What follows belongs to an exercise in optimizing a design on an open flow for small area, a short achievable clock period and few clock cycles per item; a production flow would make more cautious choices.
The RTL was checked by simulation tests, not by an equivalence proof against the original design.
The clock port is modelled as an ideal driver; clocking choices that lean on that would not hold on a real chip.
Power is estimated from default activity; no workload was simulated.

## kmp_substring_search_core
module kmp_substring_search_core (
  input  logic                          clk_i,
  input  logic                          rst_ni,
  input  logic                          in_valid_i,
  output logic                          in_ready_o,
  input  logic [kmp_pkg::REQ_W-1:0]     req_type_i,
  input  logic [kmp_pkg::CHAR_W-1:0]    char_value_i,
  input  logic                          last_text_i,
  output logic                          out_valid_o,
  input  logic                          out_ready_i,
  output logic [kmp_pkg::STAT_W-1:0]    status_o,
  output logic [kmp_pkg::POS_W-1:0]     match_position_o,
  output logic [kmp_pkg::CNT_W-1:0]     pattern_count_o
);
  localparam int NP = kmp_pkg::MAX_PATTERN;
  logic o_v_q;
  logic hold, adv;
  logic sk_empty_q, sk_empty_d;
  logic rdy_q;
  logic xfer;
  assign hold = o_v_q & ~out_ready_i;
  assign adv  = ~hold;
  assign xfer = in_valid_i & rdy_q;
  assign sk_empty_d = adv | (sk_empty_q & ~xfer);
  always_ff @(posedge clk_i or negedge rst_ni) begin
    if (!rst_ni) rdy_q <= 1'b0;
    else         rdy_q <= sk_empty_d;
  end
  assign in_ready_o = rdy_q;
  logic       a_v_q;
  logic [1:0] a_t_q;
  logic [7:0] a_c_q;
  logic       a_l_q;
  logic [1:0] s_t_q;
  logic [7:0] s_c_q;
  logic       s_l_q;
  always_ff @(posedge clk_i or negedge rst_ni) begin
    if (!rst_ni) begin
      a_v_q      <= 1'b0;
      sk_empty_q <= 1'b1;
    end else begin
      if (adv) a_v_q <= ~sk_empty_q | xfer;
      sk_empty_q <= sk_empty_d;
    end
  end
  always_ff @(posedge clk_i) begin
    if (adv) begin
      if (!sk_empty_q) begin
        a_t_q <= s_t_q;
        a_c_q <= s_c_q;
        a_l_q <= s_l_q;
      end else begin
  ...
Size: about 2,100 cells after synthesis, ~43 I/O pins, about 29,000 um2 of cells after synthesis.
export LEC_CHECK = 0
export ABC_CLOCK_PERIOD_IN_PS = 2500
export CAP_MARGIN = 20
export CORE_MARGIN = 2
export CORE_UTILIZATION = 45
export CTS_BUF_LIST = sky130_fd_sc_hd__clkbuf_16
export CTS_CLUSTER_DIAMETER = 100
export CTS_CLUSTER_SIZE = 30
export SETUP_SLACK_MARGIN = 3.8
export SLEW_MARGIN = 20
create_clock -name core_clock -period 6.0 [get_ports {clk_i}]
standard.sh (not shown) runs the stock make flow with config.mk's settings and CLKGATE_MAP_FILE= SYNTH_SCRIPT=/design/flow/synth_recipe.tcl, a recipe that flattens the netlist after the stock synthesis.
==> flow/flow/run.sh <==
#!/bin/bash
set -euo pipefail
work=$(cd "$(dirname "$0")/.." && pwd)
cd "$work"
export POST_CTS_TCL="$work/flow/collapse.tcl"
bash standard.sh > "$work/standard.log" 2>&1
==> flow/flow/collapse.tcl <==
set block [ord::get_db_block]
set clk_net [$block findNet clk_i]
set roots {}
foreach it [$clk_net getITerms] { lappend roots [$it getInst] }
if {[llength $roots] == 1} {
  set root [lindex $roots 0]
  set rnet [[$root findITerm X] getNet]
  set loads {}
  foreach it [$rnet getITerms] {
    if {[$it getInst] ne $root} { lappend loads $it }
  }
  if {[string match "sky130_fd_sc_hd__clkbuf_*" [[$root getMaster] getName]] && [llength $loads] <= 4} {
    foreach it $loads {
      $it disconnect
      $it connect $clk_net
    }
    [$root findITerm A] disconnect
    [$root findITerm X] disconnect
    odb::dbInst_destroy $root
    odb::dbNet_destroy $rnet
    puts "collapse: clock port now drives [llength $loads] buffers directly"
  }
}
Testbench counts at the start, summed over its fixed seeds: cycles 21,147, items 21,123.
Next try:
--- a/flow/config.mk
+++ b/flow/config.mk
@@ -10,6 +10,6 @@
 export CORE_MARGIN = 2
-export CORE_UTILIZATION = 45
+export CORE_UTILIZATION = 50
 export CTS_BUF_LIST = sky130_fd_sc_hd__clkbuf_16
-export CTS_CLUSTER_DIAMETER = 100
-export CTS_CLUSTER_SIZE = 30
+export CTS_CLUSTER_DIAMETER = 80
+export CTS_CLUSTER_SIZE = 25
 export SETUP_SLACK_MARGIN = 3.8
Result:
- The new run finished clean
- area after synthesis does not change
- cell count came out lower by 2.3%
- global-route usage rose by 3.0 points
- count of clock-buffer cells in the layout climbs by 7
- core utilization is higher by 6.5 points
Next try:
--- a/flow/config.mk
+++ b/flow/config.mk
@@ -10,6 +10,6 @@
 export CORE_MARGIN = 2
-export CORE_UTILIZATION = 50
+export CORE_UTILIZATION = 60
 export CTS_BUF_LIST = sky130_fd_sc_hd__clkbuf_16
-export CTS_CLUSTER_DIAMETER = 80
-export CTS_CLUSTER_SIZE = 25
+export CTS_CLUSTER_DIAMETER = 100
+export CTS_CLUSTER_SIZE = 30
 export SETUP_SLACK_MARGIN = 3.8
After rerunning:
- The new run completed with no timing, DRC or antenna violations
- via count came out higher by about 0.7%
- wire length came out higher by about 0.3%
- design area came out lower by 1.2%
- sequential power is about the same
- utilization came out higher by 11 points
- final cell count came out lower by 5.8%
- setup slack is worse by 0.019 ns
- area after synthesis does not change
- fmax came out lower by 0.80%
Next try:
--- a/flow/config.mk
+++ b/flow/config.mk
@@ -10,6 +10,6 @@
 export CORE_MARGIN = 2
-export CORE_UTILIZATION = 60
+export CORE_UTILIZATION = 40
 export CTS_BUF_LIST = sky130_fd_sc_hd__clkbuf_16
-export CTS_CLUSTER_DIAMETER = 100
-export CTS_CLUSTER_SIZE = 30
+export CTS_CLUSTER_DIAMETER = 70
+export CTS_CLUSTER_SIZE = 20
 export SETUP_SLACK_MARGIN = 3.8
What happened:
- The new run ran to the end with no violations
- non-clock buffer count rose by 10
- routed wire length increases by 1.6%
- critical path depth does not change
- setup slack gets better by 0.093 ns
- area after synthesis stays the same
- count of clock-buffer cells in the layout increases by 21
- clock skew increases by 0.0075 ns
- global-route usage went down by 8.2 points
- power climbs by 6.7%
Next try:
--- a/flow/config.mk
+++ b/flow/config.mk
@@ -10,6 +10,6 @@
 export CORE_MARGIN = 2
-export CORE_UTILIZATION = 40
+export CORE_UTILIZATION = 50
 export CTS_BUF_LIST = sky130_fd_sc_hd__clkbuf_16
-export CTS_CLUSTER_DIAMETER = 70
-export CTS_CLUSTER_SIZE = 20
+export CTS_CLUSTER_DIAMETER = 100
+export CTS_CLUSTER_SIZE = 30
 export SETUP_SLACK_MARGIN = 3.8
After rerunning: The new run produced a clean layout; non-clock buffer count drops by 10; hold slack is worse by 0.015 ns; register-to-register slack is about the same; setup slack is worse by 0.0086 ns; routed wire length drops by a few percent; sequential share of layout area climbs by 2.2 points; synthesized cell count is unchanged; total power drops by a few percent; fmax drops slightly.
Next try:
--- a/flow/config.mk
+++ b/flow/config.mk
@@ -10,6 +10,6 @@
 export CORE_MARGIN = 2
-export CORE_UTILIZATION = 50
+export CORE_UTILIZATION = 40
 export CTS_BUF_LIST = sky130_fd_sc_hd__clkbuf_16
-export CTS_CLUSTER_DIAMETER = 100
-export CTS_CLUSTER_SIZE = 30
+export CTS_CLUSTER_DIAMETER = 80
+export CTS_CLUSTER_SIZE = 25
 export SETUP_SLACK_MARGIN = 3.8
The new run finished with timing, DRC and antenna clean.
Critical path depth is unchanged.
Non-clock buffer count climbs by 20.
Combinational power climbs by about 9%.
Power climbs by 5.8%.
Routed wire length climbs by about 6%.
Utilization drops by 9.7 points.
Global-route usage drops by 3.7 points.

re-timing with driven ports:
How much do the figures lean on ideal ports? The routed layouts below were timed once more, with nothing changed but the port constraints. Step 1 sets driving cells, clkbuf_16 on the clock port and buf_2 on the other inputs (assumed; they add their load-dependent delay and slew). Step 2, shift: input delay + t, output delay - t, t = (earliest + latest rising clock arrival at the registers) / 2. This alone moves slack from input paths to output paths. a / b / c = no drivers / after step 1 / after step 2; a / b = the first two.
run	shift t [ns]	setup slack, ns	hold slack, ns
the first run	0.560	3.688 / 3.664 / 3.335	0.436 / 0.436 / 0.436
the second run	0.512	3.627 / 3.627 / 3.391	0.437 / 0.437 / 0.437
the third run	0.540	3.607 / 3.607 / 3.345	0.441 / 0.441 / 0.441
the fourth run	0.517	3.700 / 3.649 / 3.403	0.457 / 0.457 / 0.457
the fifth run	0.556	3.692 / 3.689 / 3.307	0.443 / 0.443 / 0.443
the sixth run	0.518	3.688 / 3.639 / 3.349	0.459 / 0.459 / 0.459
After both steps every run listed still meets setup and hold. For the fifth run, which loses most, drivers alone change the setup slack by -0.003 ns; drivers and shift together by -0.385 ns.
